Background: an optimization exercise with open tools, aiming at small area, a short achievable clock period and few clock cycles. Do not read the settings as production practice.
At most, simulation tests tie the RTL to the original design; equivalence was not proved.
No functional check of the RTL was part of runs 1 and 2.
Power and IR drop assume default switching activity.

<file path="flow/config.mk">
export PLATFORM = sky130hd
export DESIGN_NAME = transpose_pingpong
export DESIGN_NICKNAME = transpose_pingpong
export VERILOG_FILES = /design/flow/design.v
export SDC_FILE = /design/flow/constraint.sdc
export NUM_CORES = 4
export LEC_CHECK = 0
export CAP_MARGIN = 20
export CORE_MARGIN = 2
export CORE_UTILIZATION = 40
export PLACE_DENSITY = 0.6
export SETUP_SLACK_MARGIN = 2.0
export SLEW_MARGIN = 20
</file>
<file path="flow/constraint.sdc">
create_clock -name core_clock -period 4.0 [get_ports {i_clk}]
set_input_delay 0.8000 -clock core_clock [delete_from_list [all_inputs] [get_ports {i_clk}]]
set_output_delay 0.8000 -clock core_clock [all_outputs]
set_load 0.01 [all_outputs]
</file>
<file path="flow/design.v">
module transpose_pingpong #(
  parameter  int VALUE_WIDTH     = 17,
  parameter  int N               = 8,
  localparam int AXIS_DATA_WIDTH = 8 * ((VALUE_WIDTH - 1) / 8 + 1)
) (
  input  logic                       i_clk,
  input  logic                       i_aresetn,
  input  logic                       i_axis_TVALID,
  output logic                       o_axis_TREADY,
  input  logic [AXIS_DATA_WIDTH-1:0] i_axis_TDATA,
  input  logic                       i_axis_TLAST,
  output logic                       o_axis_TVALID,
  input  logic                       i_axis_TREADY,
  output logic [AXIS_DATA_WIDTH-1:0] o_axis_TDATA,
  output logic                       o_axis_TLAST,
  output logic                       o_tlast_err
);
  localparam int VW    = VALUE_WIDTH;
  localparam int DEPTH = N * N;        
  localparam int AW    = $clog2(DEPTH);
  localparam int D1   = 7;
  localparam int D2   = 14;
  localparam int D3   = 28;
  localparam int TAIL = DEPTH - 3 - D1 - D2 - D3;    
  logic pad_unused;
  assign pad_unused = ^i_axis_TDATA;
  logic [AW-1:0] cnt;         
  logic          fpar;        
  logic [AW-1:0] cnt_n;
  logic          fpar_n;
  logic          s1, s2, s3;  
  logic [AW-1:0] q2, q3;
  assign cnt_n  = cnt + 1'b1;
  assign q2     = cnt - AW'(D1 + 1);
  assign q3     = cnt - AW'(D1 + D2 + 2);
  assign fpar_n = fpar ^ (&cnt);
  logic [VW-1:0] ring_in;
  logic [VW-1:0] p0, p1, p2;
  logic [VW-1:0] b1 [D1];
  logic [VW-1:0] b2 [D2];
  logic [VW-1:0] b3 [D3];
  logic [VW-1:0] tl [TAIL];
  logic [VW-1:0] y1, y2, y3;
  logic [VW-1:0] ring_out;    
  logic [VW-1:0] ring_next;   
  assign y1 = s1 ? p0 : b1[D1-1];
  assign y2 = s2 ? p1 : b2[D2-1];
  assign y3 = s3 ? p2 : b3[D3-1];
  assign ring_out  = tl[TAIL-1];
  assign ring_next = tl[TAIL-2];
  always_ff @(posedge i_clk) begin
    p0    <= ring_in;
    b1[0] <= s1 ? b1[D1-1] : p0;
    for (int i = 1; i < D1; i++) b1[i] <= b1[i-1];
    p1    <= y1;
    b2[0] <= s2 ? b2[D2-1] : p1;
    for (int i = 1; i < D2; i++) b2[i] <= b2[i-1];
    p2    <= y2;
    b3[0] <= s3 ? b3[D3-1] : p2;
    for (int i = 1; i < D3; i++) b3[i] <= b3[i-1];
    tl[0] <= y3;
    for (int i = 1; i < TAIL; i++) tl[i] <= tl[i-1];
  end
  logic [AW-1:0] wp;          
  logic          wpar;        
  logic          have_out;    
  logic [AW-1:0] rp;          
  logic          rpar;        
  logic          ready_q;
  logic          accept;
  logic          load;
  logic          w_last;
  logic          r_last;
  logic [VW-1:0] o_value;
  logic          cnt_last;    
  logic          beat_next;   
  logic          eq_next;     
  logic          sink_free;
  logic          a_last;
  logic [3:0]    rdy_case;    
  logic          ready_n;
  assign o_axis_TREADY = ready_q;
  assign ring_in   = ready_q ? i_axis_TDATA[VW-1:0] : ring_out;
  assign accept    = i_axis_TVALID && ready_q;
  assign w_last    = &wp;
  assign r_last    = &rp;
  assign cnt_last  = &cnt;
  assign sink_free = !o_axis_TVALID || i_axis_TREADY;
  assign a_last    = accept && w_last;
  assign beat_next = have_out && (cnt_n == rp) && (fpar_n == rpar);
  assign load      = (beat_next || a_last) && sink_free;
  assign eq_next = (wp == cnt_n);
  always_comb begin
    logic par_ok;
    logic gone;
    par_ok = (wp == '0) ? (!have_out || (fpar_n == rpar)) : (fpar_n == wpar);
    gone   = have_out && r_last;
    rdy_case[0] = eq_next && par_ok && (!have_out || (cnt_n < rp));
    rdy_case[1] = eq_next && ((wp == '0) ? ((!have_out || gone) || (fpar_n == rpar)) : (fpar_n == wpar)) &&
                  (!have_out || gone || (cnt_n <= rp));
    rdy_case[2] = !w_last && (!have_out || (cnt_n < rp));
    rdy_case[3] = w_last || !have_out || gone || (cnt_n <= rp);
  end
  assign ready_n = rdy_case[{accept, load}];
  always_ff @(posedge i_clk or negedge i_aresetn) begin
    if (!i_aresetn) begin
      cnt         <= '0;
      fpar        <= 1'b0;
      s1          <= 1'b0;
      s2          <= 1'b0;
      s3          <= 1'b0;
      wp          <= '0;
      wpar        <= 1'b0;
      rp          <= '0;
      rpar        <= 1'b0;
      have_out    <= 1'b0;
      ready_q     <= 1'b1;
      o_tlast_err <= 1'b0;
    end else begin
      cnt         <= cnt_n;
      fpar        <= fpar_n;
      s1          <= cnt[3] & ~cnt[0];
      s2          <= q2[4] & ~q2[1];
      s3          <= q3[5] & ~q3[2];
      ready_q     <= ready_n;
      o_tlast_err <= accept && (i_axis_TLAST != w_last);
      if (accept) begin
        if (wp == '0) wpar <= fpar;
        wp <= wp + 1'b1;
      end
      if (a_last) begin
        have_out <= 1'b1;
        rpar     <= ~wpar;
        rp       <= AW'(load);
      end else if (load) begin
        rp <= rp + 1'b1;
        if (r_last) have_out <= 1'b0;
      end
    end
  end
  always_ff @(posedge i_clk) begin
    if (load) o_value <= ring_next;
  end
  always_ff @(posedge i_clk or negedge i_aresetn) begin
    if (!i_aresetn) begin
      o_axis_TVALID <= 1'b0;
      o_axis_TLAST  <= 1'b0;
    end else if (load) begin
      o_axis_TVALID <= 1'b1;
      o_axis_TLAST  <= r_last;
    end else if (i_axis_TREADY) begin
      o_axis_TVALID <= 1'b0;
      o_axis_TLAST  <= 1'b0;
    end
  end
  assign o_axis_TDATA = {{(AXIS_DATA_WIDTH - VW){o_value[VW-1]}}, o_value};
endmodule
</file>
<file path="flow/run.sh">
#!/bin/bash
# synth_recipe.tcl (not shown) runs the flow's synth.tcl, then flattens the netlist and writes it again
# the make line also repeats each setting of config.mk as NAME=value (left out here)
make -C /OpenROAD-flow-scripts/flow DESIGN_CONFIG=/design/flow/config.mk WORK_HOME=/design/flow/orfs CLKGATE_MAP_FILE= SYNTH_SCRIPT=/design/flow/synth_recipe.tcl finish
</file>
==> notes.md, run 1 <==
vias per inst = 3.91
Root Buffer = clkbuf_16
setup violators final = 0
fraction of layout cells with a size suffix above 1 = 0.225
RSZ-0062 raised after global routing = true
Final Hold Fails = 0
cell count after placement = 2283
fmax = 380 MHz
Register Area = 0.0230 mm^2
GR Util met3 = 0.0264
status = no timing/DRC/antenna violations
min-delay worst type = reg -> reg
Max Cap Viol = 0
crit path kind = reg -> reg
Multi-input gate area = 0.00226 mm^2
pre-CTS setup slack = 0.876 ns
initial core utilization = 0.404
TritonRoute pass-1 iters = 4
leak pwr = 12.5 nW
GR Util All Layers = 0.0978
period utilisation layout = 0.658
top_reg_cell synth = dfxtp_1
Startpoint Class = register
WHS = 0.283 ns
fillers = 5249
met1 Use GR = 0.134
Ports = 57
M2 GR Usage = 0.140
clock skew = 0.0503 ns
Worst Hold Path Cells = 0
Mapped Cells = 1409
CP endpoint kind = register
Rows = 92
DR iter-0 viols = 358
Cell Count, Final, Fillers Out = 2493
Mapped Area = 0.0254 mm^2
Slew Viols, Final = 0
Final ANT Viol Nets = 0
sequential-to-total area share from yosys stat = 0.907
CTS Buf Count = 99
Worst IR Drop VDD = 0.384 mV
routed vias = 9751
nets = 1607
HPWL Detailed = 15300 um
Required @ worst endpoint = 4.58 ns
final wirelength = 30900 um
hold buffer count at CTS = 0
CP arrival = 3.22 ns
R2R depth = 10
global-route wire length before repair = 51700 um
Final WS setup = 1.37 ns
die area = 0.0655 mm^2
min cycle time layout = 2.63 ns
Worst Tran Pin Value = 0.583 ns
worst setup path start = cnt[3]
Die W = 256 um
grt total ovfl = 0
chip height = 256 um
crit path to = rp[5]
gpl congestion = 0.757
synth-to-layout area growth = 20.4%
number of global-route vias before repair = 10300
initial antenna violation count = 1
setup_tns = 0 ns
Sink Count = 1134
Avg WL per Cell = 12.4 um
Post-synth EDFFs = 17
clock-pin slew on the worst setup and hold paths = 0.07 ns
Seq cells post-synth = 1134
I/O Buffers = 49
worst-skew pair later-pin latency = 0.66 ns
grt peak-use layer = met2
r2r endpoint = rp[5]
unique cell type count in the Yosys netlist = 41
R2R setup slack = 1.37 ns
CP Max Fanout = 7
core area = 0.0629 mm^2
largest net degree at the start of global routing = 35
ys async rst share = 0.0256
slew margin rel. = 0.611
critical register-to-register path startpoint = cnt[3]
Max clock buf depth = 3
Syn Area/Cell = 18.0 um^2
total power = 20.9 mW
Syn Nets = 1450
CTS tree = done
power density cells = 684 mW/mm^2
diodes inserted = 0
htree depth = 3
Warnings, synthesis = 5
DRC viols = 0
[layer usage]
metal / vias to the layer above / part of all wire
met2: 174 / 0.42
met5: - / 0.00042
met1: 4662 / 0.50
met3: 70 / 0.049
met4: 2 / 0.031
li1: 4843 / -
[cell usage in the layout, fill, tap and decap left out, drive strengths merged, types with 5 or more instances in the layout]
master | netlist | final
buf | 17 | 58
clkbuf | 9 | 133
nand2 | 14 | 14
clkdlybuf4s50 | 0 | 21
nor2 | 8 | 8
bufinv | 0 | 6
xnor2 | 12 | 12
nand4 | 6 | 6
xor2 | 7 | 7
dfrtp | 28 | 28
ha | 12 | 12
mux2 | 120 | 120
or3 | 5 | 5
clkinv | 0 | 35
nand3 | 9 | 10
o21ai | 10 | 10
inv | 15 | 22
edfxtp | 17 | 17
a21oi | 6 | 6
dfxtp | 1088 | 1088
[cell families after synthesis]
group / synth area share
buffers and inverters: 0.00789
XOR/XNOR: 0.00745
adder cells (fa/ha/maj): 0.00592
AO/OA/AOI/OAI: 0.00656
AND/OR/NAND/NOR: 0.0114
flip-flops: 0.907
multiplexers: 0.0536
[synth_stat cells (6+ instances only)]
| cell type | number | area, um^2 |
|---|---|---|
| inv_1 | 14 | 52.6 |
| clkbuf_1 | 9 | 33.8 |
| xor2_1 | 7 | 61.3 |
| nand4_1 | 6 | 37.5 |
| dfrtp_1 | 28 | 701 |
| nand2_1 | 14 | 52.6 |
| nor2_1 | 8 | 30.0 |
| mux2_2 | 120 | 1350 |
| xnor2_1 | 12 | 105 |
| buf_4 | 10 | 75.1 |
| nand3_1 | 7 | 35.0 |
| a21oi_1 | 6 | 30.0 |
| dfxtp_1 | 1088 | 21800 |
| edfxtp_1 | 17 | 510 |
| o21ai_0 | 6 | 30.0 |
| ha_1 | 12 | 150 |
[critical path: stages, from the launching register on]
cell     delay, ns
dfrtp_1       0.41
ha_4          0.16
nand4_1       0.13
xnor2_1       0.19
ha_1          0.32
and4_4        0.24
nand4_1       0.15
a21oi_2       0.24
nand3_4       0.16
or4_1         0.43
a21oi_1       0.13
[per-stage QoR]
| step | area (um^2) | util |
|---|---|---|
| 2_1_floorplan | 25400 | - |
| 3_3_place_gp | 26800 | 0.427 |
| 3_5_place_dp | 26800 | 0.427 |
| 4_1_cts | 30500 | 0.485 |
| 5_1_grt | 30600 | 0.486 |
| 6_report | 30600 | 0.486 |
[state kept, by name, summed over array words and instances (netlist names), 6 cells and up]
| signal | cells |
|---|---|
| b3 | 476 |
| b2 | 238 |
| tl | 204 |
| b1 | 119 |
| o_value | 17 |
| p0 | 17 |
| p1 | 17 |
| p2 | 17 |
| cnt | 6 |
| rp | 6 |
| wp | 6 |
[timing repair]
item                                    in CTS  in global routing
endpoints found under the setup margin      63                 54
cloned                                       2                  1
buffers inserted                            23                  2
pin swaps                                   11                  6
gates resized for setup                    136                 15
[where the power goes]
part           total [mW]  internal (mW)  leakage, nW  switching (mW)
Clock                9.56           5.48         1.69            4.08
Sequential           11.3           11.3         9.32               0
Combinational      0.0288         0.0189         1.44         0.00989
Total                20.9           16.8         12.5            4.09
[final cells by class]
class                   instances  share of cell area
repair buffers                 79              0.0219
repair inverters                2            0.000901
multi-input cells             235              0.0739
inverters                      15             0.00270
flip-flops and latches       1134               0.753
well taps                     846              0.0346
clock inverters                49              0.0193
clock buffers                 133              0.0932
[worst min path at each step]
stage / startpoint / to / slack, ns
floorplan: b1[0][0] / b1[1][0] / 0.31
global placement: tl[3][13] / tl[4][13] / 0.31
detailed placement: b2[0][5] / b2[1][5] / 0.31
CTS: b2[8][0] / b2[9][0] / 0.27
global route: b2[8][0] / b2[9][0] / 0.28
finish: b3[16][10] / b3[17][10] / 0.28
==> run 2, diff against run 1 <==
--- a/flow/config.mk
+++ b/flow/config.mk
@@ -7,7 +7,9 @@
 export LEC_CHECK = 0
 export CAP_MARGIN = 20
 export CORE_MARGIN = 2
-export CORE_UTILIZATION = 40
-export PLACE_DENSITY = 0.6
-export SETUP_SLACK_MARGIN = 2.0
+export CORE_UTILIZATION = 50
+export CTS_BUF_LIST = sky130_fd_sc_hd__clkbuf_8
+export CTS_CLUSTER_SIZE = 30
+export PLACE_DENSITY = 0.65
+export SETUP_SLACK_MARGIN = 2.2
 export SLEW_MARGIN = 20
==> run 2 against run 1 <==
  * Routed wire length grew 0.60%
  * Sequential share of layout area grew 0.59 points
  * Sequential power barely moved
  * Still clean on timing, DRC and antenna
  * Highest routed layer is now met4
  * Clock-buffer cell count is 66 higher
  * Fmax is essentially flat
  * Clock skew shrank 0.020 ns
  * Register-to-register slack about the same
==> notes.md, run 2 <==
most common cell after layout, fill and taps aside = dfxtp_1 (unchanged)
slowest CP cell = or4_1 (unchanged)
clock skew = 0.0303 ns (was 0.0503 ns)
Sw Pwr = 3.93 mW (was 4.09 mW)
hold buffer count at CTS = 0 (unchanged)
chip height = 229 um (was 256 um)
Cell Count, Final, Fillers Out = 2438 (was 2493)
synth top area cells = dfxtp_1 86%, mux2_2 5.3%, dfrtp_1 2.8% (unchanged)
top flop regs = b3 (476), b2 (238), tl (204) (unchanged)
count leader, synth = dfxtp_1 (unchanged)
htree depth = 4 (was 3)
Synth top cells by count = 1088 x dfxtp_1, 120 x mux2_2, 28 x dfrtp_1 (unchanged)
total power = 20.0 mW (was 20.9 mW)
Mapped Area = 0.0254 mm^2 (unchanged)
Syn Nets = 1450 (unchanged)
Worst IR Drop VDD = 0.298 mV (was 0.384 mV)
CP endpoint kind = register (unchanged)
ys async rst share = 0.0256 (unchanged)
largest net degree at the start of global routing = 35 (unchanged)
Startpoint Class = register (unchanged)
sequential-to-total area share from yosys stat = 0.907 (unchanged)
power density cells = 658 mW/mm^2 (was 684 mW/mm^2)
global-route wire length before repair = 53200 um (was 51700 um)
leak pwr = 12.7 nW (was 12.5 nW)
grt total ovfl = 0 (unchanged)
slew margin rel. = 0.630 (was 0.611)
fillers = 3594 (was 5249)
Die W = 229 um (was 256 um)
crit path kind = reg -> reg (unchanged)
Avg WL per Cell = 12.8 um (was 12.4 um)
Seq pwr share = 0.567 (was 0.541)
Int Pwr = 16.0 mW (was 16.8 mW)
crit-path cells = ha_4 -> nand4_1 -> xnor2_1 -> ha_1 -> and4_1 -> nand4_1 -> a21oi_2 -> nand3_4 -> or4_1 -> a21oi_1 (was ha_4 -> nand4_1 -> xnor2_1 -> ha_1 -> and4_4 -> nand4_1 -> a21oi_2 -> nand3_4 -> or4_1 -> a21oi_1)
most frequent cells in the layout = 1088 x dfxtp_1, 199 x clkbuf_8, 120 x mux2_2 (was 1088 x dfxtp_1, 120 x mux2_2, 102 x clkbuf_16)
unique cell type count in the Yosys netlist = 41 (unchanged)
DR iter-0 viols = 432 (was 358)
Worst Tran Pin Value = 0.555 ns (was 0.583 ns)
CTS tree = done (unchanged)
Root Buffer = clkbuf_8 (was clkbuf_16)
clock-pin slew on the worst setup and hold paths = 0.06 ns (was 0.07 ns)
status = no timing/DRC/antenna violations (unchanged)
gpl congestion = 0.719 (was 0.757)
Worst Hold Path Cells = 0 (unchanged)
number of global-route vias before repair = 10900 (was 10300)
largest family of logic cells by synthesized area = multiplexers (unchanged)
setup violators final = 0 (unchanged)
Synth Area in Adders = 0.00592 (unchanged)
period utilisation layout = 0.659 (was 0.658)
top_reg_cell synth = dfxtp_1 (unchanged)
CTS Buf Count = 157 (was 99)
RSZ-0062 raised after global routing = true (unchanged)
Critical Path Most Common Cell = nand4_1 (unchanged)
max reg flops = 476 (unchanged)
Post-synth EDFFs = 17 (unchanged)
CP Max Fanout = 6 (was 7)
fmax = 380 MHz (about the same)
vias per inst = 4.16 (was 3.91)
Ports = 57 (unchanged)
post-synth top area share = 0.858 (unchanged)
xor/xnor share of the synthesized area = 0.00745 (unchanged)
setup_tns = 0 ns (unchanged)
Net Sw Frac = 0.197 (was 0.196)
R2R setup slack = 1.37 ns (about the same)
Max Cap Viol = 0 (unchanged)
Largest Register = b3 (unchanged)
pre-CTS setup slack = 0.884 ns (was 0.876 ns)
Slew Viols, Final = 0 (unchanged)
routed vias = 10100 (was 9751)
post-synthesis mux area share = 0.0536 (unchanged)
Final WS setup = 1.37 ns (about the same)
min cycle time layout = 2.63 ns (about the same)
Rows = 82 (was 92)
GR Util All Layers = 0.128 (was 0.0978)
final wirelength = 31100 um (was 30900 um)
initial core utilization = 0.506 (was 0.404)
Required @ worst endpoint = 4.67 ns (was 4.58 ns)
min-delay worst type = reg -> reg (unchanged)
initial antenna violation count = 1 (unchanged)
fraction of layout cells with a size suffix above 1 = 0.259 (was 0.225)
nets = 1689 (was 1607)
Final Hold Fails = 0 (unchanged)
core area = 0.0502 mm^2 (was 0.0629 mm^2)
worst-skew pair later-pin latency = 0.75 ns (was 0.66 ns)
Seq cells post-synth = 1134 (unchanged)
I/O Buffers = 49 (unchanged)
Final ANT Viol Nets = 0 (unchanged)
HPWL Detailed = 14900 um (was 15300 um)
synth-to-layout area growth = 19.5% (was 20.4%)
die area = 0.0526 mm^2 (was 0.0655 mm^2)
CP arrival = 3.31 ns (was 3.22 ns)
WHS = 0.302 ns (was 0.283 ns)
TritonRoute pass-1 iters = 5 (was 4)
Clock power frac = 0.431 (was 0.457)
cell count after placement = 2109 (was 2283)
CP max stage delay = 0.43 ns (about the same)
Warnings, synthesis = 5 (unchanged)
DRC viols = 0 (unchanged)
Sink Count = 1134 (unchanged)
combinational share of power = 0.001 (about the same)
area share of and/or/nand/nor cells after synthesis = 0.0114 (unchanged)
compound-gate portion of the synthesized area = 0.00656 (unchanged)
Max clock buf depth = 3 (unchanged)
cell type with the largest total area after synthesis = dfxtp_1 (unchanged)
Mapped Cells = 1409 (unchanged)
R2R depth = 10 (unchanged)
Syn Area/Cell = 18.0 um^2 (unchanged)
## run 2: cell counts after synthesis
Identical to the previous run, type by type.
## run 2: metrics by stage
stage / instance area (um^2) / utilization
2_1_floorplan: 25400 / -
4_1_cts: 30200 / 0.603
5_1_grt: 30300 / 0.604
3_3_place_gp: 26600 / 0.531
6_report: 30300 / 0.604
3_5_place_dp: 26600 / 0.531
## run 2: area by class of cell
| class | count | area, um^2 | share of cell area |
|---|---|---|---|
| Sequential cell | 1134 | 23000 | 0.759 |
| Clock buffer | 199 | 2740 | 0.0903 |
| Multi-Input combinational cell | 235 | 2270 | 0.0749 |
| Timing Repair Buffer | 104 | 905 | 0.0298 |
| Tap cell | 672 | 841 | 0.0277 |
| Clock inverter | 77 | 454 | 0.0150 |
| Inverter | 15 | 68.8 | 0.00227 |
| Timing Repair inverter | 1 | 20.0 | 0.000660 |
| Antenna cell | 1 | 2.50 | 0.0000825 |
## run 2: power by group through the flow
stage / Clock (mW) / Combinational (mW) / Sequential [mW]
after global placement: 0 / 0.0286 / 11.6
after detailed placement: 0 / 0.0289 / 11.6
after global routing: 9.43 / 0.0312 / 11.3
after floorplan: 0 / 0.000688 / 11.6
final: 8.60 / 0.0281 / 11.3
after CTS: 8.92 / 0.0291 / 11.3
## run 2: per-layer routing
| layer | wire (um) | track usage | vias up |
|---|---|---|---|
| met5 | 0 | 0 | - |
| li1 | - | - | 5040 |
| met1 | 15200 | 0.162 | 4829 |
| met4 | 875 | 0.0769 | 0 |
| met2 | 13600 | 0.185 | 192 |
| met3 | 1460 | 0.0479 | 72 |
## run 2: kinds of logic after synthesis
logic type,count (synthesis)
AO/OA/AOI/OAI,27
XOR/XNOR,20
adder cells (fa/ha/maj),12
buffers and inverters,41
flip-flops,1134
multiplexers,121
AND/OR/NAND/NOR,54
## run 2: path summary, 6_finish.rpt
path / start / endpoint
max in group asynchronous: i_aresetn / ready_q
max reg2reg: cnt[4] / rp[5]
min: b3[17][9] / b3[18][9]
min in group asynchronous: i_aresetn / o_tlast_err
min reg2reg: b3[17][9] / b3[18][9]
max: cnt[4] / rp[5]
## run 2: repair_timing
action | CTS | global route
cloned | 2 | 0
setup buffers | 44 | 6
pin swaps | 20 | 4
gates resized for setup | 150 | 12
endpoints found under the setup margin | 91 | 56
## run 2: critical path, delay by kind of cell, from the launching register on
| family | cells | cell delay, ns |
|---|---|---|
| AO/OA/AOI/OAI | 2 | 0.41 |
| XOR/XNOR | 1 | 0.17 |
| adder cells (fa/ha/maj) | 2 | 0.47 |
| flip-flops | 1 | 0.41 |
| AND/OR/NAND/NOR | 5 | 1.09 |
==> run 3, diff against run 2 <==
--- a/flow/design.v
+++ b/flow/design.v
@@ -72,36 +72,40 @@
   logic          w_last;
   logic          r_last;
   logic [VW-1:0] o_value;
-  logic          cnt_last;    
-  logic          beat_next;   
-  logic          eq_next;     
-  logic          sink_free;
-  logic          a_last;
-  logic [3:0]    rdy_case;    
-  logic          ready_n;
+  logic [AW-1:0] wp_n, rp_n;
+  logic          wpar_n, rpar_n, have_out_n, ready_n;
   assign o_axis_TREADY = ready_q;
-  assign ring_in   = ready_q ? i_axis_TDATA[VW-1:0] : ring_out;
-  assign accept    = i_axis_TVALID && ready_q;
-  assign w_last    = &wp;
-  assign r_last    = &rp;
-  assign cnt_last  = &cnt;
-  assign sink_free = !o_axis_TVALID || i_axis_TREADY;
-  assign a_last    = accept && w_last;
-  assign beat_next = have_out && (cnt_n == rp) && (fpar_n == rpar);
-  assign load      = (beat_next || a_last) && sink_free;
-  assign eq_next = (wp == cnt_n);
+  assign ring_in = ready_q ? i_axis_TDATA[VW-1:0] : ring_out;
+  assign accept  = i_axis_TVALID && ready_q;
+  assign w_last  = &wp;
+  assign r_last  = &rp;
+  assign load = ((have_out && (cnt_n == rp) && (fpar_n == rpar)) || (accept && w_last)) &&
+                (!o_axis_TVALID || i_axis_TREADY);
   always_comb begin
-    logic par_ok;
-    logic gone;
-    par_ok = (wp == '0) ? (!have_out || (fpar_n == rpar)) : (fpar_n == wpar);
-    gone   = have_out && r_last;
-    rdy_case[0] = eq_next && par_ok && (!have_out || (cnt_n < rp));
-    rdy_case[1] = eq_next && ((wp == '0) ? ((!have_out || gone) || (fpar_n == rpar)) : (fpar_n == wpar)) &&
-                  (!have_out || gone || (cnt_n <= rp));
-    rdy_case[2] = !w_last && (!have_out || (cnt_n < rp));
-    rdy_case[3] = w_last || !have_out || gone || (cnt_n <= rp);
+    wp_n       = wp;
+    wpar_n     = wpar;
+    rp_n       = rp;
+    rpar_n     = rpar;
+    have_out_n = have_out;
+    if (load) begin
+      rp_n = rp + 1'b1;
+      if (r_last) have_out_n = 1'b0;
+    end
+    if (accept) begin
+      if (wp == '0) wpar_n = fpar;
+      if (w_last) begin
+        wp_n       = '0;
+        have_out_n = 1'b1;
+        rp_n       = AW'(load);
+        rpar_n     = ~wpar;
+      end else begin
+        wp_n = wp + 1'b1;
+      end
+    end
+    ready_n = (cnt_n == wp_n) &&
+              ((wp_n == '0) ? (!have_out_n || (fpar_n == rpar_n)) : (fpar_n == wpar_n)) &&
+              (!have_out_n || (cnt_n < rp_n));
   end
-  assign ready_n = rdy_case[{accept, load}];
   always_ff @(posedge i_clk or negedge i_aresetn) begin
     if (!i_aresetn) begin
       cnt         <= '0;
@@ -122,20 +126,13 @@
       s1          <= cnt[3] & ~cnt[0];
       s2          <= q2[4] & ~q2[1];
       s3          <= q3[5] & ~q3[2];
+      wp          <= wp_n;
+      wpar        <= wpar_n;
+      rp          <= rp_n;
+      rpar        <= rpar_n;
+      have_out    <= have_out_n;
       ready_q     <= ready_n;
       o_tlast_err <= accept && (i_axis_TLAST != w_last);
-      if (accept) begin
-        if (wp == '0) wpar <= fpar;
-        wp <= wp + 1'b1;
-      end
-      if (a_last) begin
-        have_out <= 1'b1;
-        rpar     <= ~wpar;
-        rp       <= AW'(load);
-      end else if (load) begin
-        rp <= rp + 1'b1;
-        if (r_last) have_out <= 1'b0;
-      end
     end
   end
   always_ff @(posedge i_clk) begin
==> flow/config.mk (replaced) <==
export PLATFORM = sky130hd
export DESIGN_NAME = transpose_pingpong
export DESIGN_NICKNAME = transpose_pingpong
export VERILOG_FILES = /design/flow/design.v
export SDC_FILE = /design/flow/constraint.sdc
export NUM_CORES = 4
export LEC_CHECK = 0
export CAP_MARGIN = 20
export CORE_MARGIN = 2
export CORE_UTILIZATION = 40
export PLACE_DENSITY = 0.6
export SLEW_MARGIN = 20
==> run 3 against run 2 <==
  * Worst hold slack better by 0.0024 ns
  * Power up 7.7%
  * Largest cell class unchanged
  * Largest power group unchanged
  * Still clean
  * Global-route usage down 2.7 points
  * Sequential share of layout area down 1.4 points
  * Fmax down 28%
  * First-iteration DRC count up 20%
==> notes.md, run 3 <==
status = no timing/DRC/antenna violations (unchanged)
Ports = 57 (unchanged)
htree depth = 3 (was 4)
Root Buffer = clkbuf_16 (was clkbuf_8)
post-synthesis mux area share = 0.0544 (was 0.0536)
slowest CP cell = dfrtp_1 (was or4_1)
Syn Area/Cell = 17.8 um^2 (was 18.0 um^2)
Synth top cells by count = 1088 x dfxtp_1, 120 x mux2_2, 28 x dfrtp_1 (unchanged)
GR Util All Layers = 0.101 (was 0.128)
clock-pin slew on the worst setup and hold paths = 0.06 ns (about the same)
core area = 0.0640 mm^2 (was 0.0502 mm^2)
power density cells = 696 mW/mm^2 (was 658 mW/mm^2)
TritonRoute pass-1 iters = 4 (was 5)
Multi-input gate area = 0.00256 mm^2 (was 0.00227 mm^2)
Min-Delay Endpoint = b3[24][3] (was b3[18][9])
number of global-route vias before repair = 10300 (was 10900)
Warnings, synthesis = 5 (unchanged)
largest family of logic cells by synthesized area = multiplexers (unchanged)
slew margin rel. = 0.368 (was 0.630)
Required @ worst endpoint = 4.54 ns (was 4.67 ns)
Worst Tran Pin Value = 0.948 ns (was 0.555 ns)
crit-path cells = ha_1 -> xnor3_1 -> and4_4 -> and4_4 -> a31oi_4 -> buf_4 -> nor4b_1 -> nor2_1 -> ha_1 -> a21o_1 -> a21oi_1 -> nor3b_1 -> nand4_1 -> a311oi_1 (was ha_4 -> nand4_1 -> xnor2_1 -> ha_1 -> and4_1 -> nand4_1 -> a21oi_2 -> nand3_4 -> or4_1 -> a21oi_1)
Max Cap Viol = 0 (unchanged)
synth-to-layout area growth = 20.0% (was 19.5%)
# resized after CTS = 0 (was 150)
leak pwr = 12.4 nW (was 12.7 nW)
Slew Viols, Final = 0 (unchanged)
Post-DP Area = 0.0272 mm^2 (was 0.0266 mm^2)
most common cell after layout, fill and taps aside = dfxtp_1 (unchanged)
Sink Count = 1134 (unchanged)
Avg WL per Cell = 12.9 um (was 12.8 um)
compound-gate portion of the synthesized area = 0.0124 (was 0.00656)
Mapped Area = 0.0257 mm^2 (was 0.0254 mm^2)
max reg flops = 476 (unchanged)
final wirelength = 32500 um (was 31100 um)
Post-synth EDFFs = 17 (unchanged)
gpl congestion = 0.739 (was 0.719)
die area = 0.0664 mm^2 (was 0.0526 mm^2)
RSZ-0062 raised after global routing = false (was true)
R2R setup slack = 0.33 ns (was 1.37 ns)
largest net degree at the start of global routing = 35 (unchanged)
CP Max Fanout = 7 (was 6)
CP arrival = 4.21 ns (was 3.31 ns)
crit path kind = reg -> reg (unchanged)
Largest Register = b3 (unchanged)
fmax = 273 MHz (was 380 MHz)
DR iter-0 viols = 520 (was 432)
DRC viols = 0 (unchanged)
R2R depth = 14 (was 10)
initial antenna violation count = 1 (unchanged)
Rows = 93 (was 82)
period utilisation layout = 0.917 (was 0.659)
xor/xnor share of the synthesized area = 0.00831 (was 0.00745)
final instance area = 0.0309 mm^2 (was 0.0303 mm^2)
post-synth top area share = 0.846 (was 0.858)
area share of and/or/nand/nor cells after synthesis = 0.0189 (was 0.0114)
CTS Buf Count = 100 (was 157)
top_reg_cell synth = dfxtp_1 (unchanged)
Synth Area in Adders = 0.00535 (was 0.00592)
number of setup buffers added after CTS = 0 (was 44)
top flop regs = b3 (476), b2 (238), tl (204) (unchanged)
setup violators final = 0 (unchanged)
CTS tree = done (unchanged)
CP endpoint kind = register (unchanged)
sequential-to-total area share from yosys stat = 0.894 (was 0.907)
setup_tns = 0 ns (unchanged)
diodes inserted = 0 (was 1)
Worst Hold Launch = b3[23][3] (was b3[17][9])
Final ANT Viol Nets = 0 (unchanged)
Mapped Cells = 1445 (was 1409)
fraction of layout cells with a size suffix above 1 = 0.190 (was 0.259)
I/O Buffers = 49 (unchanged)
grt total ovfl = 0 (unchanged)
clock skew = 0.0225 ns (was 0.0303 ns)
chip height = 258 um (was 229 um)
count leader, synth = dfxtp_1 (unchanged)
hold buffer count at CTS = 0 (unchanged)
fillers = 5292 (was 3594)
initial core utilization = 0.402 (was 0.506)
unique cell type count in the Yosys netlist = 63 (was 41)
global-route wire length before repair = 53900 um (was 53200 um)
worst-skew pair later-pin latency = 0.65 ns (was 0.75 ns)
nets = 1621 (was 1689)
most frequent cells in the layout = 1088 x dfxtp_1, 120 x mux2_2, 103 x clkbuf_16 (was 1088 x dfxtp_1, 199 x clkbuf_8, 120 x mux2_2)
r2r endpoint = ready_q (was rp[5])
Max clock buf depth = 3 (unchanged)
synth top area cells = dfxtp_1 85%, mux2_2 5.2%, dfrtp_1 2.7% (was dfxtp_1 86%, mux2_2 5.3%, dfrtp_1 2.8%)
total power = 21.5 mW (was 20.0 mW)
HPWL Detailed = 17000 um (was 14900 um)
Worst IR Drop VDD = 0.438 mV (was 0.298 mV)
Syn Nets = 1485 (was 1450)
Seq cells post-synth = 1134 (unchanged)
Die W = 258 um (was 229 um)
routed vias = 9984 (was 10100)
Final Hold Fails = 0 (unchanged)
Register Area = 0.0230 mm^2 (about the same)
Worst Hold Path Cells = 0 (unchanged)
min cycle time layout = 3.67 ns (was 2.63 ns)
critical register-to-register path startpoint = cnt[0] (was cnt[4])
cell type with the largest total area after synthesis = dfxtp_1 (unchanged)
CP max stage delay = 0.47 ns (was 0.43 ns)
Startpoint Class = register (unchanged)
vias per inst = 3.96 (was 4.16)
ys async rst share = 0.0256 (unchanged)
min-delay worst type = reg -> reg (unchanged)
-- run 3: cell count changes after synthesis, sizes merged, moves of 4 or more --
| cell | before | now |
|---|---|---|
| nor2 | 8 | 13 |
| inv | 15 | 9 |
| or2 | 0 | 5 |
| o21a | 0 | 4 |
-- run 3: cell families (layout without fill, tap and decap cells) --
group,Yosys count,after routing
AOI/OAI and AO/OA,43,43
xor gates and xnor gates,18,18
adders and majority gates,11,11
buffers and inverters,34,253
DFF,1134,1134
muxes,124,124
and+or+nand+nor,81,81
-- run 3: per-stage QoR --
step	cells	setup slack, ns	util	hold WS, ns
after floorplan	1445	0.276	-	0.310
after global placement	2334	0.0618	0.426	0.310
after CTS	2519	0.310	0.483	0.296
after global routing	2519	0.0527	0.483	0.316
final	2519	0.332	0.483	0.304
after detailed placement	2334	0.0498	0.426	0.312
-- run 3: cell type report --
type	instances	area share
multi-input cells	277	0.0829
well taps	855	0.0346
clock inverters	46	0.0246
repair buffers	59	0.0183
inverters	9	0.00109
flip-flops and latches	1134	0.745
clock buffers	139	0.0933
-- run 3: power breakdown --
part | switching, mW | internal [mW]
combinational | 0.0112 | 0.0190
clock | 4.07 | 6.08
sequential | 0 | 11.3
total | 4.08 | 17.4
-- run 3: per-layer routing --
metal / GRT usage / vias up / part of all wire
li1: - / 4976 / -
met3: 0.0257 / 87 / 0.043
met4: 0.0564 / 0 / 0.035
met2: 0.144 / 163 / 0.42
met5: 0 / - / 0
met1: 0.139 / 4758 / 0.51
-- run 3: critical path: cells and delay by family, from the launching register on --
family	cells	cell delay, ns
AND/OR/NAND/NOR	6	1.24
AO/OA/AOI/OAI	4	0.73
adder cells (fa/ha/maj)	2	0.59
flip-flops	1	0.47
XOR/XNOR	1	0.37
buffers and inverters	1	0.18
-- run 3: worst max path at each step --
stage                   from  endpoint  slack [ns]  depth (start not counted)
2_1_floorplan         cnt[0]   ready_q        0.28                         14
3_3_place_gp   i_axis_TVALID   ready_q        0.06                         14
3_5_place_dp   i_axis_TVALID   ready_q        0.05                         14
4_1_cts               cnt[0]   ready_q        0.31                         14
5_1_grt               cnt[0]   ready_q        0.05                         14
6_report              cnt[0]   ready_q        0.33                         14
Testbench counts of run 3, summed over its fixed seeds: cycles 16,896.

[separate check: timing with driven ports]
How much do the figures lean on ideal ports? The routed layouts below were timed once more, with nothing changed but the port constraints. Step 1 (the two cells are an assumption about what drives the block):
set clk [get_ports {i_clk}]
set_driving_cell -lib_cell sky130_fd_sc_hd__clkbuf_16 $clk
set_driving_cell -lib_cell sky130_fd_sc_hd__buf_2 [delete_from_list [all_inputs] $clk]
Step 2, shift: input delay + t, output delay - t, t = (earliest + latest rising clock arrival at the registers) / 2. This alone moves slack from input paths to output paths. Three values: ideal, step 1, step 2; two values: the first two.
| run | t (ns) | slack for setup (ns) | worst setup path after step 2 | worst data-port slew with drivers (ns) |
|---|---|---|---|---|
| run 1 | 0.700 | 1.367 / 1.367 / 0.917 | input to register | 0.10 |
| run 2 | 0.793 | 1.365 / 1.365 / 0.921 | input to register | 0.04 |
| run 3 | 0.696 | 0.332 / 0.332 / 0.066 | input to register | 0.05 |
After both steps setup and hold are still met in every run listed. The setup slack of run 1, which loses most, moves by 0.000 ns with the drivers and by -0.450 ns with both steps.
